Source: an optimization exercise on an open RTL-to-GDS flow (aim: a short achievable clock period and few clock cycles). Production flows keep margins and buffers that such runs may drop.
Only simulation tests tie the RTL to the original design; equivalence was not proved.
Power is estimated from default activity; no workload was simulated.

$ cat flow/run.sh
#!/bin/bash
# synth_recipe.tcl (not shown) runs the flow's synth.tcl, then flattens the netlist and writes it again
# the make line also repeats each setting of config.mk as NAME=value (left out here)
make -C /OpenROAD-flow-scripts/flow DESIGN_CONFIG=/design/flow/config.mk WORK_HOME=/design/flow/orfs CLKGATE_MAP_FILE= SYNTH_SCRIPT=/design/flow/synth_recipe.tcl finish
$ cat flow/config.mk
export PLATFORM = sky130hd
export DESIGN_NAME = mipsCore
export DESIGN_NICKNAME = mipsCore
export VERILOG_FILES = /design/flow/design.v
export SDC_FILE = /design/flow/constraint.sdc
export NUM_CORES = 4
export LEC_CHECK = 0
export CAP_MARGIN = 20
export CORE_MARGIN = 2
export CORE_UTILIZATION = 45
export PLACE_DENSITY = 0.6
export SETUP_SLACK_MARGIN = 3.6
export SLEW_MARGIN = 20
export SYNTH_HIERARCHICAL = 1
export SYNTH_MINIMUM_KEEP_SIZE = 0
$ cat flow/constraint.sdc
create_clock -name core_clock -period 6.0 [get_ports {clk}]
set_input_delay 1.2000 -clock core_clock [delete_from_list [all_inputs] [get_ports {clk}]]
set_output_delay 1.2000 -clock core_clock [all_outputs]
set_load 0.01 [all_outputs]
$ cat flow/design.v
`timescale 1ns/1ps
`default_nettype none
module beqTaken (
    input  wire  [15:0] hi,      
    output wire         taken
);
    wire opBeq  = ~(hi[15] | hi[14] | hi[13] | hi[11] | hi[10]) & hi[12];
    wire sameRs = ~|(hi[9:5] ^ hi[4:0]);
    assign taken = opBeq & sameRs;
endmodule
`default_nettype wire
`timescale 1ns/1ps
`default_nettype none
module regFile (
    input  wire         clk,
    input  wire         rst_n,
    input  wire  [31:1] rsSelLo,
    input  wire  [31:1] rsSelHi,
    input  wire  [31:1] rtSelLo,
    input  wire  [31:1] rtSelHi,
    output wire  [31:0] rsVal,
    output wire  [31:0] rtVal,
    input  wire  [31:1] wrEn,    
    input  wire  [31:0] wrData
);
    logic [31:0] r [1:31];
    genvar i;
    generate
        for (i = 1; i < 32; i++) begin : g_reg
            always_ff @(posedge clk or negedge rst_n) begin
                if (!rst_n) begin
                    r[i] <= '0;
                end else if (wrEn[i]) begin
                    r[i] <= wrData;
                end
            end
        end
    endgenerate
    wire [32*32-1:0] flat;
    assign flat[31:0] = '0;
    generate
        for (i = 1; i < 32; i++) begin : g_flat
            assign flat[32*i +: 32] = r[i];
        end
    endgenerate
    rfRead readRs (.selLo({rsSelLo, 1'b0}), .selHi({rsSelHi, 1'b0}), .regs(flat),
                   .val(rsVal));
    rfRead readRt (.selLo({rtSelLo, 1'b0}), .selHi({rtSelHi, 1'b0}), .regs(flat),
                   .val(rtVal));
endmodule
module rfRead (
    input  wire  [31:0]      selLo,
    input  wire  [31:0]      selHi,
    input  wire  [32*32-1:0] regs,
    output wire  [31:0]      val
);
    wire [16*32-1:0] t1N;
    wire [4*32-1:0]  t2;
    wire [2*32-1:0]  t3N;
    rfReadL1 l1 (.selLo(selLo), .selHi(selHi), .regs(regs), .outN(t1N));
    rfReadL2 l2 (.inN(t1N), .out(t2));
    rfReadL3 l3 (.in(t2), .outN(t3N));
    rfReadL4 l4 (.inN(t3N), .out(val));
endmodule
module rfReadL1 (
    input  wire  [31:0]      selLo,
    input  wire  [31:0]      selHi,
    input  wire  [32*32-1:0] regs,
    output wire  [16*32-1:0] outN
);
    genvar j;
    generate
        for (j = 0; j < 16; j++) begin : g_pair
            assign outN[32*j +: 32] =
                ~(({{16{selHi[2*j]}}, {16{selLo[2*j]}}} & regs[32*(2*j) +: 32]) |
                  ({{16{selHi[2*j+1]}}, {16{selLo[2*j+1]}}} & regs[32*(2*j+1) +: 32]));
        end
    endgenerate
endmodule
module rfReadL2 (
    input  wire  [16*32-1:0] inN,
    output wire  [4*32-1:0]  out
);
    genvar j;
    generate
        for (j = 0; j < 4; j++) begin : g_quad
            assign out[32*j +: 32] = ~(inN[32*(4*j) +: 32] & inN[32*(4*j+1) +: 32] &
                                       inN[32*(4*j+2) +: 32] & inN[32*(4*j+3) +: 32]);
        end
    endgenerate
endmodule
module rfReadL3 (
    input  wire  [4*32-1:0] in,
    output wire  [2*32-1:0] outN
);
    assign outN[31:0]  = ~(in[31:0] | in[63:32]);
    assign outN[63:32] = ~(in[95:64] | in[127:96]);
endmodule
module rfReadL4 (
    input  wire  [2*32-1:0] inN,
    output wire  [31:0]     out
);
    assign out = ~(inN[31:0] & inN[63:32]);
endmodule
`default_nettype wire
`timescale 1ns/1ps
`default_nettype none
module ksAdd #(parameter int W = 32) (
    input  wire [W-1:0] a,
    input  wire [W-1:0] b,
    input  wire         cin,
    input  wire         inv,
    output wire [W-1:0] sum
);
    wire [W-1:0] g0N, p0N, g1, p1, g2N, p2N, g3, p3, g4N, p4N, g5, p5, h;
    ksPg    #(.W(W))        u0 (.a(a), .b(b), .cin(cin), .gN(g0N), .pN(p0N));
    ksLvlNT #(.W(W), .D(1))  u1 (.gN(g0N), .pN(p0N), .g(g1), .p(p1));
    ksLvlTN #(.W(W), .D(2))  u2 (.g(g1), .p(p1), .gN(g2N), .pN(p2N));
    ksLvlNT #(.W(W), .D(4))  u3 (.gN(g2N), .pN(p2N), .g(g3), .p(p3));
    ksLvlTN #(.W(W), .D(8))  u4 (.g(g3), .p(p3), .gN(g4N), .pN(p4N));
    ksLvlNT #(.W(W), .D(16)) u5 (.gN(g4N), .pN(p4N), .g(g5), .p(p5));
    ksHalf  #(.W(W))        u6 (.a(a), .b(b), .inv(inv), .h(h));
    ksSum   #(.W(W))        u7 (.h(h), .c({g5[W-2:0], cin}), .s(sum));
endmodule
module ksPg #(parameter int W = 32) (
    input  wire [W-1:0] a,
    input  wire [W-1:0] b,
    input  wire         cin,
    output wire [W-1:0] gN,
    output wire [W-1:0] pN
);
    assign gN = ~{a[W-1:1] & b[W-1:1], (a[0] & b[0]) | ((a[0] | b[0]) & cin)};
    assign pN = ~(a | b);
endmodule
module ksLvlNT #(parameter int W = 32, parameter int D = 1) (
    input  wire [W-1:0] gN,
    input  wire [W-1:0] pN,
    output wire [W-1:0] g,
    output wire [W-1:0] p
);
    genvar i;
    generate
        for (i = 0; i < W; i++) begin : g_bit
            if (i >= D) begin : g_op
                assign g[i] = ~(gN[i] & (pN[i] | gN[i-D]));
                assign p[i] = ~(pN[i] | pN[i-D]);
            end else begin : g_pass
                assign g[i] = ~gN[i];
                assign p[i] = ~pN[i];
            end
        end
    endgenerate
endmodule
module ksLvlTN #(parameter int W = 32, parameter int D = 1) (
    input  wire [W-1:0] g,
    input  wire [W-1:0] p,
    output wire [W-1:0] gN,
    output wire [W-1:0] pN
);
    genvar i;
    generate
        for (i = 0; i < W; i++) begin : g_bit
            if (i >= D) begin : g_op
                assign gN[i] = ~(g[i] | (p[i] & g[i-D]));
                assign pN[i] = ~(p[i] & p[i-D]);
            end else begin : g_pass
                assign gN[i] = ~g[i];
                assign pN[i] = ~p[i];
            end
        end
    endgenerate
endmodule
module ksHalf #(parameter int W = 32) (
    input  wire [W-1:0] a,
    input  wire [W-1:0] b,
    input  wire         inv,
    output wire [W-1:0] h
);
    assign h = a ^ b ^ {W{inv}};
endmodule
module ksSum #(parameter int W = 32) (
    input  wire [W-1:0] h,
    input  wire [W-1:0] c,
    output wire [W-1:0] s
);
    assign s = h ^ c;
endmodule
module eqCmp #(parameter int W = 32) (
    input  wire [W-1:0] a,
    input  wire [W-1:0] b,
    output wire         eq
);
    assign eq = ~|(a ^ b);
endmodule
module ksAddOr #(parameter int W = 32) (
    input  wire [W-1:0] a1,
    input  wire [W-1:0] a2,
    input  wire [W-1:0] b1,
    input  wire [W-1:0] b2,
    input  wire         cin,
    input  wire         inv,
    output wire [W-1:0] sum
);
    wire [W-1:0] g0N, p0N, g1, p1, g2N, p2N, g3, p3, g4N, p4N, g5, p5, h;
    ksPgOr  #(.W(W))        u0 (.a1(a1), .a2(a2), .b1(b1), .b2(b2), .cin(cin),
                                .gN(g0N), .pN(p0N));
    ksLvlNT #(.W(W), .D(1))  u1 (.gN(g0N), .pN(p0N), .g(g1), .p(p1));
    ksLvlTN #(.W(W), .D(2))  u2 (.g(g1), .p(p1), .gN(g2N), .pN(p2N));
    ksLvlNT #(.W(W), .D(4))  u3 (.gN(g2N), .pN(p2N), .g(g3), .p(p3));
    ksLvlTN #(.W(W), .D(8))  u4 (.g(g3), .p(p3), .gN(g4N), .pN(p4N));
    ksLvlNT #(.W(W), .D(16)) u5 (.gN(g4N), .pN(p4N), .g(g5), .p(p5));
    ksHalfOr #(.W(W))       u6 (.a1(a1), .a2(a2), .b1(b1), .b2(b2), .inv(inv), .h(h));
    ksSum   #(.W(W))        u7 (.h(h), .c({g5[W-2:0], cin}), .s(sum));
endmodule
module ksPgOr #(parameter int W = 32) (
    input  wire [W-1:0] a1,
    input  wire [W-1:0] a2,
    input  wire [W-1:0] b1,
    input  wire [W-1:0] b2,
    input  wire         cin,
    output wire [W-1:0] gN,
    output wire [W-1:0] pN
);
    wire [W-1:0] a = a1 | a2;
    wire [W-1:0] b = b1 | b2;
    assign gN = ~{a[W-1:1] & b[W-1:1], (a[0] & b[0]) | ((a[0] | b[0]) & cin)};
    assign pN = ~(a | b);
endmodule
module ksHalfOr #(parameter int W = 32) (
    input  wire [W-1:0] a1,
    input  wire [W-1:0] a2,
    input  wire [W-1:0] b1,
    input  wire [W-1:0] b2,
    input  wire         inv,
    output wire [W-1:0] h
);
    assign h = (a1 | a2) ^ (b1 | b2) ^ {W{inv}};
endmodule
module eqCmpOr #(parameter int W = 32) (
    input  wire [W-1:0] a1,
    input  wire [W-1:0] a2,
    input  wire [W-1:0] b1,
    input  wire [W-1:0] b2,
    output wire         eq
);
    assign eq = ~|((a1 | a2) ^ (b1 | b2));
endmodule
module fwdMux #(parameter int W = 32, parameter bit INV = 1'b0) (
    input  wire [W-1:0] sum,
    input  wire [W-1:0] early,
    input  wire         k,
    input  wire         k31,
    output wire [W-1:0] out
);
    wire [W-1:0] t = (sum & {W{k}}) | early | {{(W-1){1'b0}}, sum[W-1] & k31};
    assign out = INV ? ~t : t;
endmodule
module pcMux #(parameter int W = 30) (
    input  wire         sel,
    input  wire [W-1:0] a,
    input  wire [W-1:0] b,
    output wire [W-1:0] out
);
    assign out = ({W{sel}} & a) | ({W{~sel}} & b);
endmodule
module ksAddLd #(parameter int W = 32) (
    input  wire [W-1:0] a,
    input  wire [W-1:0] b,
    input  wire [W-1:0] ld,
    input  wire [W-1:0] selA,
    input  wire [W-1:0] selB,
    input  wire         cin,
    input  wire         inv,
    output wire [W-1:0] sum
);
    wire [W-1:0] g0N, p0N, g1, p1, g2N, p2N, g3, p3, g4N, p4N, g5, p5, h;
    ksPgLd  #(.W(W))        u0 (.a(a), .b(b), .ld(ld), .selA(selA), .selB(selB),
                                .cin(cin), .gN(g0N), .pN(p0N));
    ksLvlNT #(.W(W), .D(1))  u1 (.gN(g0N), .pN(p0N), .g(g1), .p(p1));
    ksLvlTN #(.W(W), .D(2))  u2 (.g(g1), .p(p1), .gN(g2N), .pN(p2N));
    ksLvlNT #(.W(W), .D(4))  u3 (.gN(g2N), .pN(p2N), .g(g3), .p(p3));
    ksLvlTN #(.W(W), .D(8))  u4 (.g(g3), .p(p3), .gN(g4N), .pN(p4N));
    ksLvlNT #(.W(W), .D(16)) u5 (.gN(g4N), .pN(p4N), .g(g5), .p(p5));
    ksHalfOr #(.W(W))       u6 (.a1(a), .a2(selA & ld), .b1(b), .b2(selB & ld),
                                .inv(inv), .h(h));
    ksSum   #(.W(W))        u7 (.h(h), .c({g5[W-2:0], cin}), .s(sum));
endmodule
module ksPgLd #(parameter int W = 32) (
    input  wire [W-1:0] a,
    input  wire [W-1:0] b,
    input  wire [W-1:0] ld,
    input  wire [W-1:0] selA,
    input  wire [W-1:0] selB,
    input  wire         cin,
    output wire [W-1:0] gN,
    output wire [W-1:0] pN
);
    wire [W-1:0] gLd = (selA & b) | (selB & a) | (selA & selB);
    wire [W-1:0] g   = (a & b) | (ld & gLd);
    wire [W-1:0] p   = a | b | (ld & (selA | selB));
    assign gN = ~{g[W-1:1], g[0] | (p[0] & cin)};
    assign pN = ~p;
endmodule
module eqCmpEn #(parameter int W = 32) (
    input  wire [W-1:0] a,
    input  wire [W-1:0] b,
    input  wire         en,
    output wire         eq
);
    assign eq = en & ~|(a ^ b);
endmodule
`default_nettype wire
`timescale 1ns/1ps
`default_nettype none
module mipsCore (
    input  wire         clk,
    input  wire         rst_n,
    input  wire         icacheStall,
    input  wire  [31:0] icacheRdata,
    output wire  [29:0] icacheAddr,
    input  wire         dcacheStall,
    input  wire  [31:0] dcacheRdata,
    output wire         dcacheRead,
    output wire         dcacheWrite,
    output wire  [29:0] dcacheAddr,
    output wire  [31:0] dcacheWdata
);
    localparam logic [5:0] OP_R    = 6'h00;
    localparam logic [5:0] OP_BEQ  = 6'h04;
    localparam logic [5:0] OP_ADDI = 6'h08;
    localparam logic [5:0] OP_LW   = 6'h23;
    localparam logic [5:0] OP_SW   = 6'h2b;
    localparam logic [5:0] FN_ADD = 6'h20;
    localparam logic [5:0] FN_SUB = 6'h22;
    localparam logic [5:0] FN_AND = 6'h24;
    localparam logic [5:0] FN_OR  = 6'h25;
    localparam logic [5:0] FN_SLT = 6'h2a;
    localparam int NBTB = 2;
    wire        pipeStall = icacheStall | dcacheStall;
    wire        redirect;
    logic       redirectD;   
    wire        brWait;      
    wire        ifHold = pipeStall || brWait;
    logic       ifValid;
    wire        idValid = ifValid && !redirectD;
    logic [31:0] ifInstr;
    logic [31:1] ifRsSel;
    logic [31:1] ifRsSelN;
    logic [31:1] ifRtSel;
    logic [31:1] ifRtSelN;
    typedef struct packed {
        logic       add;
        logic       sub;
        logic       andOp;
        logic       orOp;
        logic       slt;
        logic       addi;
        logic       lw;
        logic       sw;
        logic       br;         
        logic       regWrite;   
        logic       zero;       
        logic [4:0] wsel;
    } decT;
    decT         ifDec;
    logic        ifBrWait;   
    logic        ifMatchRs;  
    logic        ifMatchRt;  
    logic        brWaitD;    
    logic [29:0] ifTarget;   
    logic        exRegWrite;
    logic        exMemRead;
    logic        exMemWrite;
    logic        exBranch;
    logic [4:0]  exWsel;
    logic [29:0] exTarget;
    logic [31:0] exA;        
    logic [31:0] exAN;       
    logic [31:0] exB;        
    logic [31:0] exBN;       
    logic [31:0] exS;        
    logic [1:0]  exSelL;
    logic [1:0]  exSelLN;
    logic [1:0]  exSelLQ;
    logic [1:0]  exSelLQN;
    logic [1:0]  exSelS;     
    logic [3:0]  exSelR;     
    logic        exInv;      
    logic        exCin;      
    logic        memRegWrite;
    logic        memMemRead;
    logic        memLoadWr;   
    logic        memMemWrite;
    logic [31:1] memWe;       
    logic [4:0]  memWsel;
    logic [31:0] memAluOut;
    logic [31:0] memAluOutN;  
    logic [31:0] memStore;
    logic [31:0] memStoreN;   
    logic [29:0] pc;
    wire  [29:0] pcPlus1;
    ksAdd #(.W(30)) pcIncrement (
        .a   (pc),
        .b   (30'd0),
        .cin (1'b1),
        .inv (1'b0),
        .sum (pcPlus1)
    );
    wire  [15:0] fImm     = icacheRdata[15:0];
    wire         fTaken;      
    wire         fTakenPc;    
    wire         fTakenOut;   
    beqTaken predecode    (.hi(icacheRdata[31:16]), .taken(fTaken));
    beqTaken predecodePc  (.hi(icacheRdata[31:16]), .taken(fTakenPc));
    beqTaken predecodeOut (.hi(icacheRdata[31:16]), .taken(fTakenOut));
    wire  [29:0] fTarget;
    ksAdd #(.W(30)) targetAdder (
        .a   (pc),
        .b   ({{14{fImm[15]}}, fImm}),
        .cin (1'b1),
        .inv (1'b0),
        .sum (fTarget)
    );
    logic [29:0] pcOut;
    assign icacheAddr = pcOut;
    logic [NBTB-1:0] btbValid;
    logic [29:0]     btbTag    [NBTB];
    logic [29:0]     btbTagM1  [NBTB];
    logic [29:0]     btbTarget [NBTB];
    logic            btbNext;
    logic [29:0]     lastPc;     
    logic            lastSeq;    
    logic            btbWr;
    logic [29:0]     btbWrTag;
    logic [29:0]     btbWrTarget;
    wire  [29:0]     btbWrTagM1;
    ksAdd #(.W(30)) tagDecrement (
        .a   (btbWrTag),
        .b   ({30{1'b1}}),
        .cin (1'b0),
        .inv (1'b0),
        .sum (btbWrTagM1)
    );
    logic            btbHit;
    logic [29:0]     btbHitTarget;
    logic [NBTB-1:0] hitSeqV;
    logic [29:0]     hitSeqTgt;
    always_comb begin
        hitSeqTgt = '0;
        for (int i = 0; i < NBTB; i++) begin
            hitSeqV[i] = btbValid[i] && btbTagM1[i] == pc;
            hitSeqTgt  = hitSeqTgt | ({30{hitSeqV[i]}} & btbTarget[i]);
        end
    end
    decT fDec;
    always_comb begin
        logic [5:0] fOp;
        logic [5:0] fFn;
        logic       fR;
        fOp        = icacheRdata[31:26];
        fFn        = icacheRdata[5:0];
        fDec.add   = fOp == OP_R && fFn == FN_ADD;
        fDec.sub   = fOp == OP_R && fFn == FN_SUB;
        fDec.andOp = fOp == OP_R && fFn == FN_AND;
        fDec.orOp  = fOp == OP_R && fFn == FN_OR;
        fDec.slt   = fOp == OP_R && fFn == FN_SLT;
        fDec.addi  = fOp == OP_ADDI;
        fDec.lw    = fOp == OP_LW;
        fDec.sw    = fOp == OP_SW;
        fDec.br    = fOp == OP_BEQ && icacheRdata[25:21] != icacheRdata[20:16] &&
                     icacheRdata[15:0] != 16'd0;
        fR         = fDec.add | fDec.sub | fDec.andOp | fDec.orOp | fDec.slt;
        fDec.wsel  = fR ? icacheRdata[15:11] : icacheRdata[20:16];
        fDec.regWrite = (fR | fDec.addi | fDec.lw) && fDec.wsel != 5'd0;
        fDec.zero  = (fDec.sub | fDec.slt) && icacheRdata[25:21] == icacheRdata[20:16];
    end
    wire [29:0] pcSeq    = btbHit ? btbHitTarget : pcPlus1;
    wire [29:0] pcHold   = ifHold ? pc : fTakenPc ? fTarget : pcSeq;
    wire [29:0] pcNext;
    wire        redirectPc;      
    wire        redirectPcOut;   
    pcMux #(.W(30)) nextPc (
        .sel (redirectPc),
        .a   (exTarget),
        .b   (pcHold),
        .out (pcNext)
    );
    wire [29:0] pcOutHold = ifHold ? pcOut : fTakenOut ? fTarget : pcSeq;
    wire [29:0] pcOutNext;
    pcMux #(.W(30)) nextPcOut (
        .sel (redirectPcOut),
        .a   (exTarget),
        .b   (pcOutHold),
        .out (pcOutNext)
    );
    always_ff @(posedge clk or negedge rst_n) begin
        if (!rst_n) begin
            pc    <= '0;
            pcOut <= '0;
        end else begin
            pc    <= pcNext;
            pcOut <= pcOutNext;
        end
    end
    always_ff @(posedge clk or negedge rst_n) begin
        if (!rst_n) begin
            ifValid   <= 1'b0;
            redirectD <= 1'b0;
            lastSeq  <= 1'b0;
            btbHit   <= 1'b0;
            btbValid <= '0;
            btbNext  <= '0;
            btbWr    <= 1'b0;
        end else if (!pipeStall) begin
            ifValid   <= 1'b1;
            redirectD <= redirect;
            if (redirect || ((fTaken || btbHit) && !brWait)) begin
                lastSeq <= 1'b0;
                btbHit  <= 1'b0;
            end else if (!brWait) begin
                lastSeq <= 1'b1;
                btbHit  <= |hitSeqV;
            end
            btbWr <= fTaken && lastSeq && !brWait;
            if (btbWr) begin
                btbValid[btbNext] <= 1'b1;
                btbNext           <= !btbNext;
            end
        end
    end
    always_ff @(posedge clk) begin
        if (!pipeStall && btbWr) begin
            btbTag[btbNext]    <= btbWrTag;
            btbTagM1[btbNext]  <= btbWrTagM1;
            btbTarget[btbNext] <= btbWrTarget;
        end
        if (!ifHold) begin
            btbHitTarget <= hitSeqTgt;
            lastPc       <= pc;
            btbWrTag     <= lastPc;
            btbWrTarget  <= fTarget;
            ifInstr  <= icacheRdata;
            ifTarget <= fTarget;
            ifDec    <= fDec;
            ifMatchRs <= ifDec.wsel == icacheRdata[25:21];
            ifMatchRt <= ifDec.wsel == icacheRdata[20:16];
            ifBrWait <= fDec.br && idValid && ifDec.lw && ifDec.regWrite &&
                        (ifDec.wsel == icacheRdata[25:21] ||
                         ifDec.wsel == icacheRdata[20:16]);
        end
    end
    logic [31:1] fRsSel;
    logic [31:1] fRtSel;
    always_comb begin
        for (int i = 1; i < 32; i++) begin
            fRsSel[i] = icacheRdata[25:21] == i;
            fRtSel[i] = icacheRdata[20:16] == i;
        end
    end
    always_ff @(posedge clk) begin
        ifRsSel  <= ifHold ? ~ifRsSelN : fRsSel;
        ifRsSelN <= ifHold ? ~ifRsSel : ~fRsSel;
        ifRtSel  <= ifHold ? ~ifRtSelN : fRtSel;
        ifRtSelN <= ifHold ? ~ifRtSel : ~fRtSel;
    end
    wire [4:0]  rs     = ifInstr[25:21];
    wire [4:0]  rt     = ifInstr[20:16];
    wire [15:0] imm    = ifInstr[15:0];
    wire [31:0] immExt = {{16{imm[15]}}, imm};
    wire isSltI = ifDec.slt;
    wire isAndI = ifDec.andOp;
    wire isOrI  = ifDec.orOp;
    wire isBr   = ifDec.br;
    wire [4:0] dWsel     = ifDec.wsel;
    wire       dRegWrite = idValid && ifDec.regWrite;
    wire       dMemRead  = idValid && ifDec.lw;
    wire       dMemWrite = idValid && ifDec.sw;
    wire       dBranch   = idValid && isBr;
    wire       aluSrcImm = ifDec.addi | ifDec.lw | ifDec.sw;
    wire       dSub      = ifDec.sub | ifDec.slt;
    wire       dZero     = ifDec.zero;
    wire exRegWriteV = exRegWrite && !redirectD;
    wire exMemReadV  = exMemRead && !redirectD;
    wire exMemWriteV = exMemWrite && !redirectD;
    wire exBranchV   = exBranch && !redirectD;
    wire eRs = exRegWriteV && ifMatchRs;
    wire eRt = exRegWriteV && ifMatchRt;
    assign brWait = idValid && ifBrWait && !brWaitD;
    always_ff @(posedge clk or negedge rst_n) begin
        if (!rst_n) begin
            brWaitD <= 1'b0;
        end else if (!pipeStall) begin
            brWaitD <= brWait;
        end
    end
    wire        mRs  = memRegWrite && memWsel == rs;
    wire        mRt  = memRegWrite && memWsel == rt;
    wire [31:0] mVal = memLoadWr ? dcacheRdata : ~memAluOutN;
    wire [31:0] rfRs;
    wire [31:0] rfRt;
    regFile regs (
        .clk    (clk),
        .rst_n  (rst_n),
        .rsSelLo(ifRsSel),
        .rsSelHi(~ifRsSelN),
        .rtSelLo(ifRtSel),
        .rtSelHi(~ifRtSelN),
        .rsVal  (rfRs),
        .rtVal  (rfRt),
        .wrEn   (memWe),
        .wrData (mVal)
    );
    wire [31:0] rsVal = mRs ? mVal : rfRs;
    wire [31:0] rtVal = mRt ? mVal : rfRt;
    wire        fAe  = eRs && !exMemRead;
    wire        fBe  = eRt && !exMemRead && !aluSrcImm;
    wire        dM2  = dSub && eRs;
    wire        dM1  = dSub && !eRs;
    wire [31:0] rsX = dM1 ? ~rsVal : rsVal;
    wire [31:0] bX  = aluSrcImm ? immExt : eRt ? 32'd0 : dM2 ? ~rtVal : rtVal;
    wire [1:0]  dSelL  = {eRt && exMemRead && !aluSrcImm, eRs && exMemRead};
    wire [1:0]  dSelS  = {eRt && exMemRead, eRt && !exMemRead};
    wire [3:0]  dSelR  = {isSltI && !dZero, isOrI, isAndI,
                          !(isSltI | isOrI | isAndI | dZero)};
    always_ff @(posedge clk or negedge rst_n) begin
        if (!rst_n) begin
            exRegWrite <= 1'b0;
            exMemRead  <= 1'b0;
            exMemWrite <= 1'b0;
            exBranch   <= 1'b0;
        end else if (!pipeStall) begin
            exRegWrite <= dRegWrite;
            exMemRead  <= dMemRead;
            exMemWrite <= dMemWrite;
            exBranch   <= dBranch && !brWait;
        end
    end
    always_ff @(posedge clk) begin
        if (!pipeStall) begin
            exWsel   <= dWsel;
            exTarget <= ifTarget;
            exS      <= eRt ? 32'd0 : rtVal;
            exSelS   <= dSelS;
            exSelR   <= dSelR;
            exInv    <= dM1;
            exCin    <= dM2;
        end
    end
    always_ff @(posedge clk) begin
        exSelL   <= pipeStall ? ~exSelLN : dSelL;
        exSelLN  <= pipeStall ? ~exSelL : ~dSelL;
        exSelLQ  <= pipeStall ? ~exSelLQN : dSelL;
        exSelLQN <= pipeStall ? ~exSelLQ : ~dSelL;
    end
    wire [1:0]  sel0 = exSelL;
    wire [1:0]  sel1 = ~exSelLN;
    wire [1:0]  sel2 = exSelLQ;
    wire [1:0]  sel3 = ~exSelLQN;
    wire [31:0] selA = {{8{sel3[0]}}, {8{sel2[0]}}, {8{sel1[0]}}, {8{sel0[0]}}};
    wire [31:0] selB = {{8{sel3[1]}}, {8{sel2[1]}}, {8{sel1[1]}}, {8{sel0[1]}}};
    wire [31:0] ldA = selA & dcacheRdata;
    wire [31:0] ldB = selB & dcacheRdata;
    wire [31:0] opA = exA | ldA;
    wire [31:0] opB = exB | ldB;
    wire [31:0] stData = exS | ({32{exSelS[0]}} & memAluOut) |
                         ({32{exSelS[1]}} & dcacheRdata);
    wire [31:0] sum;
    ksAddLd #(.W(32)) adder (
        .a   (exA),
        .b   (exB),
        .ld  (dcacheRdata),
        .selA(selA),
        .selB(selB),
        .cin (exCin),
        .inv (exInv),
        .sum (sum)
    );
    wire        aSign    = opA[31] ^ exInv;
    wire        bSign    = opB[31] ^ exCin;
    wire        sltLate  = exSelR[3] && aSign == bSign;
    wire [31:0] logicRes = ({32{exSelR[1]}} & (opA & opB)) |
                           ({32{exSelR[2]}} & (opA | opB)) |
                           {31'd0, exSelR[3] && aSign != bSign && aSign};
    wire opEq;
    eqCmp #(.W(32)) branchCmp (
        .a  (exA),
        .b  (exB),
        .eq (opEq)
    );
    assign redirect = exBranchV && opEq;
    eqCmpEn #(.W(32)) branchCmpPc (
        .a  (exA),
        .b  (exB),
        .en (exBranchV && !pipeStall),
        .eq (redirectPc)
    );
    eqCmpEn #(.W(32)) branchCmpPcOut (
        .a  (exA),
        .b  (exB),
        .en (exBranchV && !pipeStall),
        .eq (redirectPcOut)
    );
    wire        st = pipeStall;
    wire [31:0] nA, nAN, nB, nBN, nM, nMN;
    fwdMux #(.W(32), .INV(1'b0)) fwdA (
        .sum   (sum),
        .early (({32{!st && fAe}} & logicRes) | ({32{!st && !eRs}} & rsX) |
                ({32{st}} & ~exAN)),
        .k     (!st && fAe && exSelR[0]),
        .k31   (!st && fAe && sltLate),
        .out   (nA)
    );
    fwdMux #(.W(32), .INV(1'b1)) fwdAN (
        .sum   (sum),
        .early (({32{!st && fAe}} & logicRes) | ({32{!st && !eRs}} & rsX) |
                ({32{st}} & exA)),
        .k     (!st && fAe && exSelR[0]),
        .k31   (!st && fAe && sltLate),
        .out   (nAN)
    );
    fwdMux #(.W(32), .INV(1'b0)) fwdB (
        .sum   (sum),
        .early (({32{!st && fBe}} & logicRes) | ({32{!st && !fBe}} & bX) |
                ({32{st}} & ~exBN)),
        .k     (!st && fBe && exSelR[0]),
        .k31   (!st && fBe && sltLate),
        .out   (nB)
    );
    fwdMux #(.W(32), .INV(1'b1)) fwdBN (
        .sum   (sum),
        .early (({32{!st && fBe}} & logicRes) | ({32{!st && !fBe}} & bX) |
                ({32{st}} & exB)),
        .k     (!st && fBe && exSelR[0]),
        .k31   (!st && fBe && sltLate),
        .out   (nBN)
    );
    fwdMux #(.W(32), .INV(1'b0)) fwdM (
        .sum   (sum),
        .early (({32{!st}} & logicRes) | ({32{st}} & ~memAluOutN)),
        .k     (!st && exSelR[0]),
        .k31   (!st && sltLate),
        .out   (nM)
    );
    fwdMux #(.W(32), .INV(1'b1)) fwdMN (
        .sum   (sum),
        .early (({32{!st}} & logicRes) | ({32{st}} & memAluOut)),
        .k     (!st && exSelR[0]),
        .k31   (!st && sltLate),
        .out   (nMN)
    );
    always_ff @(posedge clk) begin
        exA        <= nA;
        exAN       <= nAN;
        exB        <= nB;
        exBN       <= nBN;
        memAluOut  <= nM;
        memAluOutN <= nMN;
    end
    always_ff @(posedge clk or negedge rst_n) begin
        if (!rst_n) begin
            memRegWrite <= 1'b0;
            memMemRead  <= 1'b0;
            memLoadWr   <= 1'b0;
            memMemWrite <= 1'b0;
            memWe       <= '0;
        end else if (!pipeStall) begin
            memRegWrite <= exRegWriteV;
            memMemRead  <= exMemReadV;
            memLoadWr   <= exMemReadV && exRegWriteV;
            memMemWrite <= exMemWriteV;
            for (int i = 1; i < 32; i++) begin
                memWe[i] <= exRegWriteV && exWsel == i;
            end
        end
    end
    always_ff @(posedge clk) begin
        if (!pipeStall) begin
            memWsel  <= exWsel;
        end
    end
    assign dcacheRead  = memMemRead;
    assign dcacheWrite = memMemWrite;
    assign dcacheAddr  = memAluOut[31:2];
    assign dcacheWdata = memStore;
    always_ff @(posedge clk) begin
        memStore  <= pipeStall ? ~memStoreN : stData;
        memStoreN <= pipeStall ? ~memStore : ~stData;
    end
endmodule
`default_nettype wire
==> results of run 1 <==
-- how the worst max path moves through the flow --
stage | from | to | slack, ps | cells past startpoint
floorplan | dcacheStall | btbTagM1[0][0] | 2870 | 6
global placement | dcacheStall | pcOut[12] | 1280 | 7
detailed placement | dcacheStall | pc[24] | 1290 | 7
CTS | pcOut[4] | icacheAddr[4] | 3270 | 1
global route | pcOut[16] | icacheAddr[16] | 3270 | 1
finish | pcOut[16] | icacheAddr[16] | 3300 | 1
-- cell usage in the layout (no fill, tap or decap), types with 50 or more instances in the layout --
cell type	count
xor2_1	167
o21ai_2	59
mux2i_4	100
conb_1	260
mux2i_1	50
buf_4	479
o21ai_0	95
nand3_1	94
and2_1	68
nand2_1	470
mux2_2	605
xor3_1	90
a22oi_1	723
nor2_2	103
buf_12	141
dfxtp_2	124
dfrtp_1	1043
xnor2_1	68
clkinvlp_4	66
inv_1	107
a21oi_1	444
a22oi_2	336
o21ai_1	215
clkbuf_16	209
nor2_1	518
buf_6	179
nand4_1	282
nand2_2	53
a21o_1	94
mux2_4	459
dfxtp_1	221
a21oi_2	128
nor2_4	111
edfxtp_1	364
o211ai_1	57
-- final cells by class --
type | count | area (µm²)
diodes | 8 | 20.0
clock buffers | 288 | 5810
clock inverters | 89 | 1090
fillers | 18568 | 98700
inverters | 231 | 1210
multi-input cells | 6352 | 54900
flip-flops and latches | 1852 | 46600
well taps | 2975 | 3720
repair buffers | 933 | 10400
repair inverters | 5 | 66.3
-- metrics by stage --
stage	hold WS, ps	cell area, µm²	cells
after floorplan	393	102000	9142
after global placement	399	104000	11772
after detailed placement	404	104000	11772
after CTS	369	119000	12556
after global routing	384	124000	12727
final	375	124000	12733
-- report_power, final --
group          internal [µW]  switching (µW)
clock network           7490            5520
logic                   8110           10200
registers              16000            3220
total                  31600           18900
-- layer usage --
layer | vias up | global-route usage [%]
met4 | 18 | 19.3
met3 | 1193 | 7.06
met5 | - | 0
met2 | 4604 | 48.9
met1 | 40436 | 41.3
li1 | 33757 | -
-- sequential cells by signal, indices dropped and copies added (netlist names), 32 cells and up --
register,count
exB,32
exBN,32
exS,32
regs.r,992
memAluOut,32
exAN,32
btbTagM1,60
memStore,32
btbTarget,60
memStoreN,32
memAluOutN,32
exA,32
-- timing repair --
item                       in CTS  in global routing
cloned                         38                 11
resized for setup            1679                806
pin swaps                     226                340
setup endpoints to repair    1086                433
buffers inserted              369                156
==> metrics.yaml, run 1 <==
drt:
  wl_per_cell_um: 30.1
  drt_iter0_markers: 9121
  wl_met2_um: 169000
  top_layer: "met5"
  wl_met1_um: 148000
  drc: 0
  drt_wl_total_um: 383000
  dr.pass1.iters: 11
  dr_wl_met3_um: 37000
  avgViaCountPerCell: 6.28
  antenna_left: 0
  num_vias: 80008
global_route:
  grt_pass1_vias: 77517
  grt_pass1_wl_um: 540000
  antenna_found_initial: 18
  grt-ovfl-total: 0
  grt_max_degree: 167
  grtUsageTotal_pct: 31.9
worst_setup_path:
  r2r_end: "exB[30]"
  critical_path_class: "register to output pin"
  worstPathRequired_ps: 4800
  critical-path-max-stage-delay_ps: 470
  reg2reg_from: "ifRtSelN[17]"
  path_max_fanout: 2
  start_kind: "register"
  slowest_stage: "dfrtp_2"
  cp.arrival_ps: 1500
  worstPathCellList: "buf_6"
  cp_num_buf_inv: 1
  worst_path_dominant_cell_family: "flip-flops"
  reg2reg_depth: 11
  rrSetupSlack_ps: 3330
  end_kind: "output pin"
min_path:
  min_to: "btbWrTag[2]"
  hold_depth: 0
  hp-class: "register to register"
  hold_start: "lastPc[2]"
floorplanning:
  die_w_um: 477
  die_h_um: 477
  coreArea_mm2: 0.223
  die_area_mm2: 0.228
  io_pins: 162
  core.rowCount: 173
  initial_core_util_pct: 45.3
timing:
  final.setup_skew_ps: 75.9
  rsz0062_at_grt: "yes"
  fin_setup_tns_ps: 0
  slew_violations: 0
  max-slew-margin-rel_pct: 17.5
  finalWorstSetupSlack_ps: 3300
  setup_viol: 0
  worstMarginPinSlew_ps: 1210
  fmax_mhz: 370
  min_period_ps: 2700
  hold_viol: 0
  finalCritPeriodShare_pct: 45.0
synth:
  synthesis.instances: 8885
  yosys_warnings: 9
  synth_area_per_cell_um2: 11.3
  netlist_area_mm2: 0.101
clocking:
  clkTransAtPathRegs_ps: 60
  cts_hold_repair.buffers: 0
  worstSkewPairLatency_ps: 880
  cts_tree: "yes"
  clock-sinks: 1852
  htree_levels: 4
  clock_path_buffers: 3
  cts_root_buf: "clkbuf_16"
  cts_buffers: 199
run:
  cap_violations: 0
pwr:
  total_power_uw: 50500
  p_leak_uw: 0.0510
  irDropWorstVdd_v: 0.000290
  p_per_area_mw_per_mm2: 408
final_layout:
  post-route-util_pct: 55.6
  nNetsFinal: 9642
  drive_gt1_share_pct: 40.1
  area_growth_pct: 22.8
place:
  port_buffers: 161
  dpl_worst_slack_ps: 1290
  place.gp.congestion: 0.925
  dpl.hpwl_um: 229000
outcome:
  status: "timing/DRC/antenna clean"
Testbench counts, summed over its fixed seeds: cycles 33,047.
==> inputs of run 2 (changes only) <==
--- a/flow/config.mk
+++ b/flow/config.mk
@@ -8,6 +8,6 @@
 export CAP_MARGIN = 20
 export CORE_MARGIN = 2
-export CORE_UTILIZATION = 45
-export PLACE_DENSITY = 0.6
+export CORE_UTILIZATION = 55
+export PLACE_DENSITY = 0.65
 export SETUP_SLACK_MARGIN = 3.6
 export SLEW_MARGIN = 20
==> run 2 against run 1 <==
Net effect: still clean on timing, DRC and antenna; setup slack lost 25 ps; final cell count shrank 5.3%; non-clock buffer count shrank 79; critical path depth grew 7; synthesized cell count is the same; via count grew 1.1%; clock skew shrank 31 ps; sequential power is essentially flat; global-route usage grew 6.8 points; maximum frequency shrank 0.91%; sequential share of layout area grew 1.1 points; largest power group unchanged; highest routed layer is now met4.
==> metrics.yaml, run 2 <==
timing:
  worstMarginPinSlew_ps: 1240  # +21.1 ps
  slew_violations: 0  # unchanged
  rsz0062_at_grt: "yes"
  fin_setup_tns_ps: 0  # unchanged
  max-slew-margin-rel_pct: 16.0  # -1.4 points
  finalCritPeriodShare_pct: 45.4  # +0.41 points
  setup_viol: 0  # unchanged
  final.setup_skew_ps: 44.4  # -31.5 ps
  min_period_ps: 2720  # +24.8 ps
  hold_viol: 0  # unchanged
  fmax_mhz: 367  # -0.91%
clocking:
  clkTransAtPathRegs_ps: 60  # about the same
  cts_tree: "yes"
  htree_levels: 4  # unchanged
  cts_buffers: 195  # -2.0%
  cts_root_buf: "clkbuf_16"
  cts_hold_repair.buffers: 0  # unchanged
  worstSkewPairLatency_ps: 870  # about the same
  clock_path_buffers: 3  # unchanged
  clock-sinks: 1852  # unchanged
final_layout:
  fin_area_mm2: 0.121  # -2.6%
  area_growth_pct: 19.6
  instances_no_fill: 12061  # -5.3%
  nNetsFinal: 9573  # -0.72%
  largest_register_ffs: 992  # unchanged
  largestRegisters: "regs.r x992, btbTagM1 x60, btbTarget x60"
  nFillCells: 13529  # -27%
  regMostFlops: "regs.r"
  final_cell_mix: "dfrtp_1 (1047), a22oi_1 (725), mux2_2 (605), nor2_1 (562), nand2_1 (500)"
  drive_gt1_share_pct: 37.6  # -2.5 points
  final_common_cell: "dfrtp_1"
worst_setup_path:
  slowest_stage: "nand4_1"
  worst_path_dominant_cell_family: "simple AND/OR/NAND/NOR gates"
  end_kind: "register"
  critical_path_class: "register to register"
  start_kind: "register"
  cp.arrival_ps: 3460  # +1960 ps
  critPathMostFrequentCell: "buf_12"
  critical-path-max-stage-delay_ps: 510  # +40 ps
  worstPathCellList: "xor2_2, nor4_4, nand4_1, nor3_4, buf_12, buf_12, buf_16, mux2_4"
  path_max_fanout: 7  # +5
  worstPathRequired_ps: 6730  # +1930 ps
  cp_num_buf_inv: 3  # +2
global_route:
  grtUsageTotal_pct: 38.7  # +6.8 points
  antenna_found_initial: 2  # -16
  grt_pass1_vias: 79278  # +2.3%
  grt_max_degree: 143  # -14%
  grt-ovfl-total: 0  # unchanged
  grt_pass1_wl_um: 534000  # -1.0%
pwr:
  p_leak_uw: 0.0500  # -2.0%
  switching_power_uw: 18200  # -3.6%
  pwr-share-clk_pct: 25.6  # about the same
  swShare_pct: 37.2  # -0.19 points
  internal_power_uw: 30700  # -2.8%
  p_per_area_mw_per_mm2: 406  # -0.57%
  seqPwrFrac_pct: 39.4  # +1.3 points
  irDropWorstVdd_v: 0.000360  # +24%
  comb_power_share_pct: 35.1  # -1.1 points
floorplanning:
  core.rowCount: 157  # -9.2%
  die_w_um: 432  # -9.5%
  initial_core_util_pct: 55.2  # +9.9 points
  io_pins: 162  # unchanged
  die_h_um: 432  # -9.5%
  die_area_mm2: 0.187  # -18%
  coreArea_mm2: 0.183  # -18%
drt:
  antenna_left: 0  # unchanged
  drc: 0  # unchanged
  num_vias: 80877  # +1.1%
  dr.pass1.iters: 7  # -4
  wl_per_cell_um: 31.0  # +3.0%
  drt_wl_total_um: 374000  # -2.4%
  avgViaCountPerCell: 6.71  # +6.7%
  drt_iter0_markers: 10892  # +19%
min_path:
  hp-class: "register to register"
run:
  cap_violations: 0  # unchanged
synth:
  synthesis.instances: 8885  # unchanged
  synth_area_per_cell_um2: 11.3  # unchanged
  yosys_warnings: 9  # unchanged
  netlist_area_mm2: 0.101  # unchanged
place:
  port_buffers: 161  # unchanged
  dpl.cell_count: 11159  # -5.2%
  dpl.hpwl_um: 219000  # -4.4%
  dpl_cell_area_mm2: 0.103  # -0.88%
  place.gp.congestion: 0.986  # +6.6%
outcome:
  status: "timing/DRC/antenna clean"
## run 2: power by group through the flow
stage                     logic (µW)  clock network (µW)  registers [µW]
after floorplan                 9230                   0           18300
after global placement         13000                   0           19200
after detailed placement       13200                   0           19300
after CTS                      15800               12600           19100
after global routing           17900               13100           19500
final                          17200               12500           19300
## run 2: worst reg2reg max path: cells and delay by family, from the launching register on
family	cells	cell delay (ps)
buffers and inverters	3	430
XOR/XNOR	1	200
flip-flops	1	380
AND/OR/NAND/NOR	3	1290
multiplexers	1	310
## run 2: routing by layer
| metal | up-vias | share of wire (%) | GRT usage (%) | wire length, µm |
|---|---|---|---|---|
| met5 | - | 0 | 0 | 0 |
| met4 | 0 | 8.3 | 26.7 | 30800 |
| met3 | 1328 | 10 | 8.25 | 37200 |
| met2 | 5267 | 44 | 58.8 | 165000 |
| met1 | 40630 | 38 | 49.5 | 140000 |
| li1 | 33652 | - | - | - |
## run 2: layout make-up
| type | instances | area, µm² | area share, % |
|---|---|---|---|
| Multi-Input combinational cell | 6362 | 53600 | 44.4 |
| Antenna cell | 4 | 10.0 | 0.00830 |
| Sequential cell | 1852 | 46700 | 38.7 |
| Inverter | 231 | 1190 | 0.983 |
| Clock inverter | 73 | 853 | 0.707 |
| Timing Repair inverter | 9 | 93.8 | 0.0778 |
| Tap cell | 2385 | 2980 | 2.47 |
| Clock buffer | 291 | 5740 | 4.76 |
| Timing Repair Buffer | 854 | 9490 | 7.87 |
## run 2: repair_timing
action	in CTS	in global routing
endpoints found under the setup margin	1468	508
setup buffers	393	83
pin swaps	175	137
cloned	46	10
gates resized for setup	1719	368
## run 2: path summary, 6_finish.rpt
kind,start,end,slack (ps),cells after the start
max reg2reg,exB[19],pc[5],3280,8
max in group asynchronous,rst_n,pc[18],4170,2
min in group asynchronous,rst_n,regs.r[3][24],410,1
max,exB[19],pc[5],3280,8
min reg2reg,lastPc[29],btbWrTag[29],390,0
min,lastPc[29],btbWrTag[29],390,0
## run 2: through the flow
| stage | total power (µW) | setup WS (ps) | hold slack [ps] | util (%) |
|---|---|---|---|---|
| 6_report | 49000 | 3280 | 392 | 66.0 |
| 5_1_grt | 50600 | 3260 | 403 | 66.0 |
| 4_1_cts | 47500 | 3320 | 388 | 64.7 |
| 3_5_place_dp | 32500 | 1370 | 405 | 56.3 |
| 3_3_place_gp | 32100 | 1440 | 398 | 56.3 |
| 2_1_floorplan | 27500 | 2870 | 393 | - |
==> inputs of run 3 (changes only) <==
--- a/flow/config.mk
+++ b/flow/config.mk
@@ -8,6 +8,6 @@
 export CAP_MARGIN = 20
 export CORE_MARGIN = 2
-export CORE_UTILIZATION = 55
-export PLACE_DENSITY = 0.65
+export CORE_UTILIZATION = 60
+export PLACE_DENSITY = 0.7
 export SETUP_SLACK_MARGIN = 3.6
 export SLEW_MARGIN = 20
==> run 3 against run 2 <==
Net effect: still clean on timing, DRC and antenna; critical path depth increased by 7; global-route usage grew 3.8 points; hold slack got worse by 69 ps; via count grew 1.3%; highest routed layer is now met5.
==> metrics.yaml, run 3 <==
outcome:
  status: "timing/DRC/antenna clean"
timing:
  final.setup_skew_ps: 56.8  # +12.4 ps
  max-slew-margin-rel_pct: 18.5  # +2.4 points
  hold_viol: 0  # unchanged
  setup_viol: 0  # unchanged
  slew_violations: 0  # unchanged
  finalCritPeriodShare_pct: 45.1  # -0.29 points
  worstMarginPinSlew_ps: 1220  # -12.0 ps
  fin_setup_tns_ps: 0  # unchanged
  rsz0062_at_grt: "yes"
  min_period_ps: 2710  # -17.6 ps
  whs_ps: 324  # -68.6 ps
  fmax_mhz: 369  # +0.65%
worst_setup_path:
  worstPathRequired_ps: 6740  # about the same
  end_kind: "register"
  worstPathCellList: "a21o_1, o21ai_2, buf_4, inv_4, a21oi_4, inv_2, buf_6, inv_4, o21ai_4, xor2_2, mux2i_1, nor2_1, a21oi_1, o21ai_1, mux2_4"
  critical-path-max-stage-delay_ps: 550  # +40 ps
  path_max_fanout: 3  # -4
  worst_path_dominant_cell_family: "compound AO/OA/AOI/OAI gates"
  critPathMostFrequentCell: "inv_4"
  critical_path_class: "register to register"
  start_kind: "register"
  slowest_stage: "dfrtp_4"
  cp.arrival_ps: 3450  # about the same
  cp_num_buf_inv: 5  # +2
run:
  cap_violations: 0  # unchanged
final_layout:
  final_cell_mix: "dfrtp_1 (1041), a22oi_1 (725), mux2_2 (605), nor2_1 (539), nand2_1 (479)"
  largestRegisters: "regs.r x992, btbTagM1 x60, btbTarget x60"
  area_growth_pct: 20.5
  instances_no_fill: 11876  # -1.5%
  largest_register_ffs: 992  # unchanged
  drive_gt1_share_pct: 39.2  # +1.5 points
  regMostFlops: "regs.r"
  nNetsFinal: 9572  # -0.010%
  fin_area_mm2: 0.121  # +0.72%
  final_common_cell: "dfrtp_1"
  nFillCells: 11144  # -18%
floorplanning:
  die_w_um: 414  # -4.2%
  initial_core_util_pct: 60.4  # +5.2 points
  die_area_mm2: 0.171  # -8.3%
  die_h_um: 414  # -4.2%
  coreArea_mm2: 0.167  # -8.6%
  core.rowCount: 150  # -4.5%
  io_pins: 162  # unchanged
clocking:
  cts_hold_repair.buffers: 0  # unchanged
  htree_levels: 4  # unchanged
  cts_tree: "yes"
  clock_path_buffers: 3  # unchanged
  cts_root_buf: "clkbuf_16"
  clock-sinks: 1852  # unchanged
  cts_buffers: 192  # -1.5%
  worstSkewPairLatency_ps: 870  # about the same
  clkTransAtPathRegs_ps: 60  # about the same
place:
  port_buffers: 161  # unchanged
  dpl_cell_area_mm2: 0.103  # -0.23%
  dpl.hpwl_um: 218000  # about the same
  dpl.cell_count: 10973  # -1.7%
  place.gp.congestion: 0.986  # about the same
global_route:
  grt_use_met2_pct: 63.9  # +5.1 points
  grt_max_degree: 151  # +5.6%
  use_met3_pct: 10.0  # +1.8 points
  use_met1_pct: 52.6  # +3.1 points
  grt_pass1_vias: 80160  # +1.1%
  grtUsageTotal_pct: 42.5  # +3.8 points
  grt_busiest_layer: "met2"
  grt_pass1_wl_um: 536000  # +0.33%
  antenna_found_initial: 3  # +1
  grt-ovfl-total: 0  # unchanged
synth:
  synthesis.instances: 8885  # unchanged
  synth_area_per_cell_um2: 11.3  # unchanged
  netlist_area_mm2: 0.101  # unchanged
  yosys_warnings: 9  # unchanged
pwr:
  seqPwrFrac_pct: 38.4  # -1.0 points
  total_power_uw: 50700  # +3.5%
  switching_power_uw: 19100  # +4.6%
  internal_power_uw: 31600  # +2.8%
  swShare_pct: 37.6  # +0.39 points
  comb_power_share_pct: 36.4  # +1.3 points
  irDropWorstVdd_v: 0.000372  # +3.3%
  p_leak_uw: 0.0505  # +1.1%
  p_per_area_mw_per_mm2: 417  # +2.8%
  pwr-share-clk_pct: 25.2  # -0.4 points
drt:
  drt_wl_total_um: 377000  # +1.0%
  drt_iter0_markers: 11109  # +2.0%
  avgViaCountPerCell: 6.90  # +2.9%
  drc: 0  # unchanged
  num_vias: 81919  # +1.3%
  wl_per_cell_um: 31.8  # +2.6%
  dr.pass1.iters: 10  # +3
  antenna_left: 0  # unchanged
min_path:
  hp-class: "input port to async pin"
[run 3: changes by cell type in the layout (fill, tap and decap cells not counted), moves of 15 or more]
cell / before / now
o21ai_2: 52 / 71
a21oi_1: 495 / 447
o21ai_0: 136 / 91
nand2_2: 32 / 52
nor2_1: 562 / 539
nor2_4: 69 / 104
a21oi_4: 7 / 25
a21oi_2: 93 / 123
clkinvlp_4: 70 / 50
clkbuf_1: 52 / 31
nor2_2: 104 / 89
inv_4: 6 / 23
nand2_1: 500 / 479
inv_2: 30 / 45
[run 3: path summary, 6_finish.rpt]
kind / cells after the start / endpoint / start / slack, ps
setup reg to reg: 15 / pc[19] / pc[0] / 3290
max in group asynchronous: 2 / regs.r[12][1] / rst_n / 4190
hold reg to reg: 1 / memStore[6] / memStoreN[6] / 370
setup / recovery: 15 / pc[19] / pc[0] / 3290
min in group core_clock: 1 / memStore[6] / memStoreN[6] / 370
hold / removal: 1 / regs.r[5][24] / rst_n / 320
[run 3: layer usage]
layer	up-vias	share of wire, %
li1	33626	-
met1	40743	36
met2	5876	44
met3	1672	10
met4	2	9.5
met5	-	0.0032
[run 3: stage by stage]
| step | util [%] | setup WS (ps) |
|---|---|---|
| CTS | 70.7 | 3300 |
| finish | 72.7 | 3290 |
| global route | 72.7 | 3220 |
| detailed placement | 61.4 | 1350 |
| global placement | 61.4 | 1420 |
| floorplan | - | 2870 |
[run 3: final cells by class]
cell class | instances | area [µm²] | area share, %
tap | 2204 | 2760 | 2.27
clock inverter | 98 | 1210 | 0.995
sequential | 1852 | 46700 | 38.4
inverter | 231 | 1140 | 0.940
multi-input combinational | 6360 | 54500 | 44.9
antenna | 4 | 10.0 | 0.00824
clock buffer | 260 | 5530 | 4.55
timing repair inverter | 3 | 33.8 | 0.0278
timing repair buffer | 864 | 9610 | 7.91
[run 3: power by group through the flow]
stage               registers [µW]  logic, µW  clock network, µW
floorplan                    18300       9230                  0
global placement             19200      12900                  0
detailed placement           19400      13200                  0
CTS                          19200      16200              12800
global route                 19700      19200              13300
finish                       19400      18500              12800
[run 3: worst reg2reg max path, stage by stage, from the launching register on]
cell and delay, ps:
dfrtp_4 550, a21o_1 190, o21ai_2 70, buf_4 140
inv_4 40, a21oi_4 200, inv_2 90, buf_6 130
inv_4 60, o21ai_4 70, xor2_2 200, mux2i_1 190
nor2_1 60, a21oi_1 210, o21ai_1 120, mux2_4 280
[run 3: timing repair]
action                                   CTS  global route
cloned                                    44             7
setup buffers                            371           117
pin swaps                                273           246
gates resized for setup                 1903           496
endpoints found under the setup margin  1456           435

[what the ideal ports hide]
How much do the figures lean on ideal ports? The routed layouts below were timed once more, with nothing changed but the port constraints.
Step 1: set_driving_cell puts a clkbuf_16 on clk and a buf_2 on each other input, an assumption about the parent block.
Step 2 moves the port delays by t, midway between the first and last clock arrival at a register: inputs arrive t later, outputs are due t later. That takes back most of the time a late clock gives input paths.
Three values: ideal ports, drivers, drivers and shift; two values: the first two.
run | t (ns) | slack for setup (ns) | cell pins on the clock port's net
run 1 | 0.948 | 3.301 / 3.207 / 2.527 | 1
run 2 | 0.940 | 3.276 / 3.265 / 2.467 | 1
run 3 | 0.938 | 3.293 / 3.214 / 2.481 | 1
After both steps setup and hold are still met in every run listed. For run 3, which loses most, drivers alone change the setup slack by -0.079 ns; drivers and shift together by -0.812 ns.
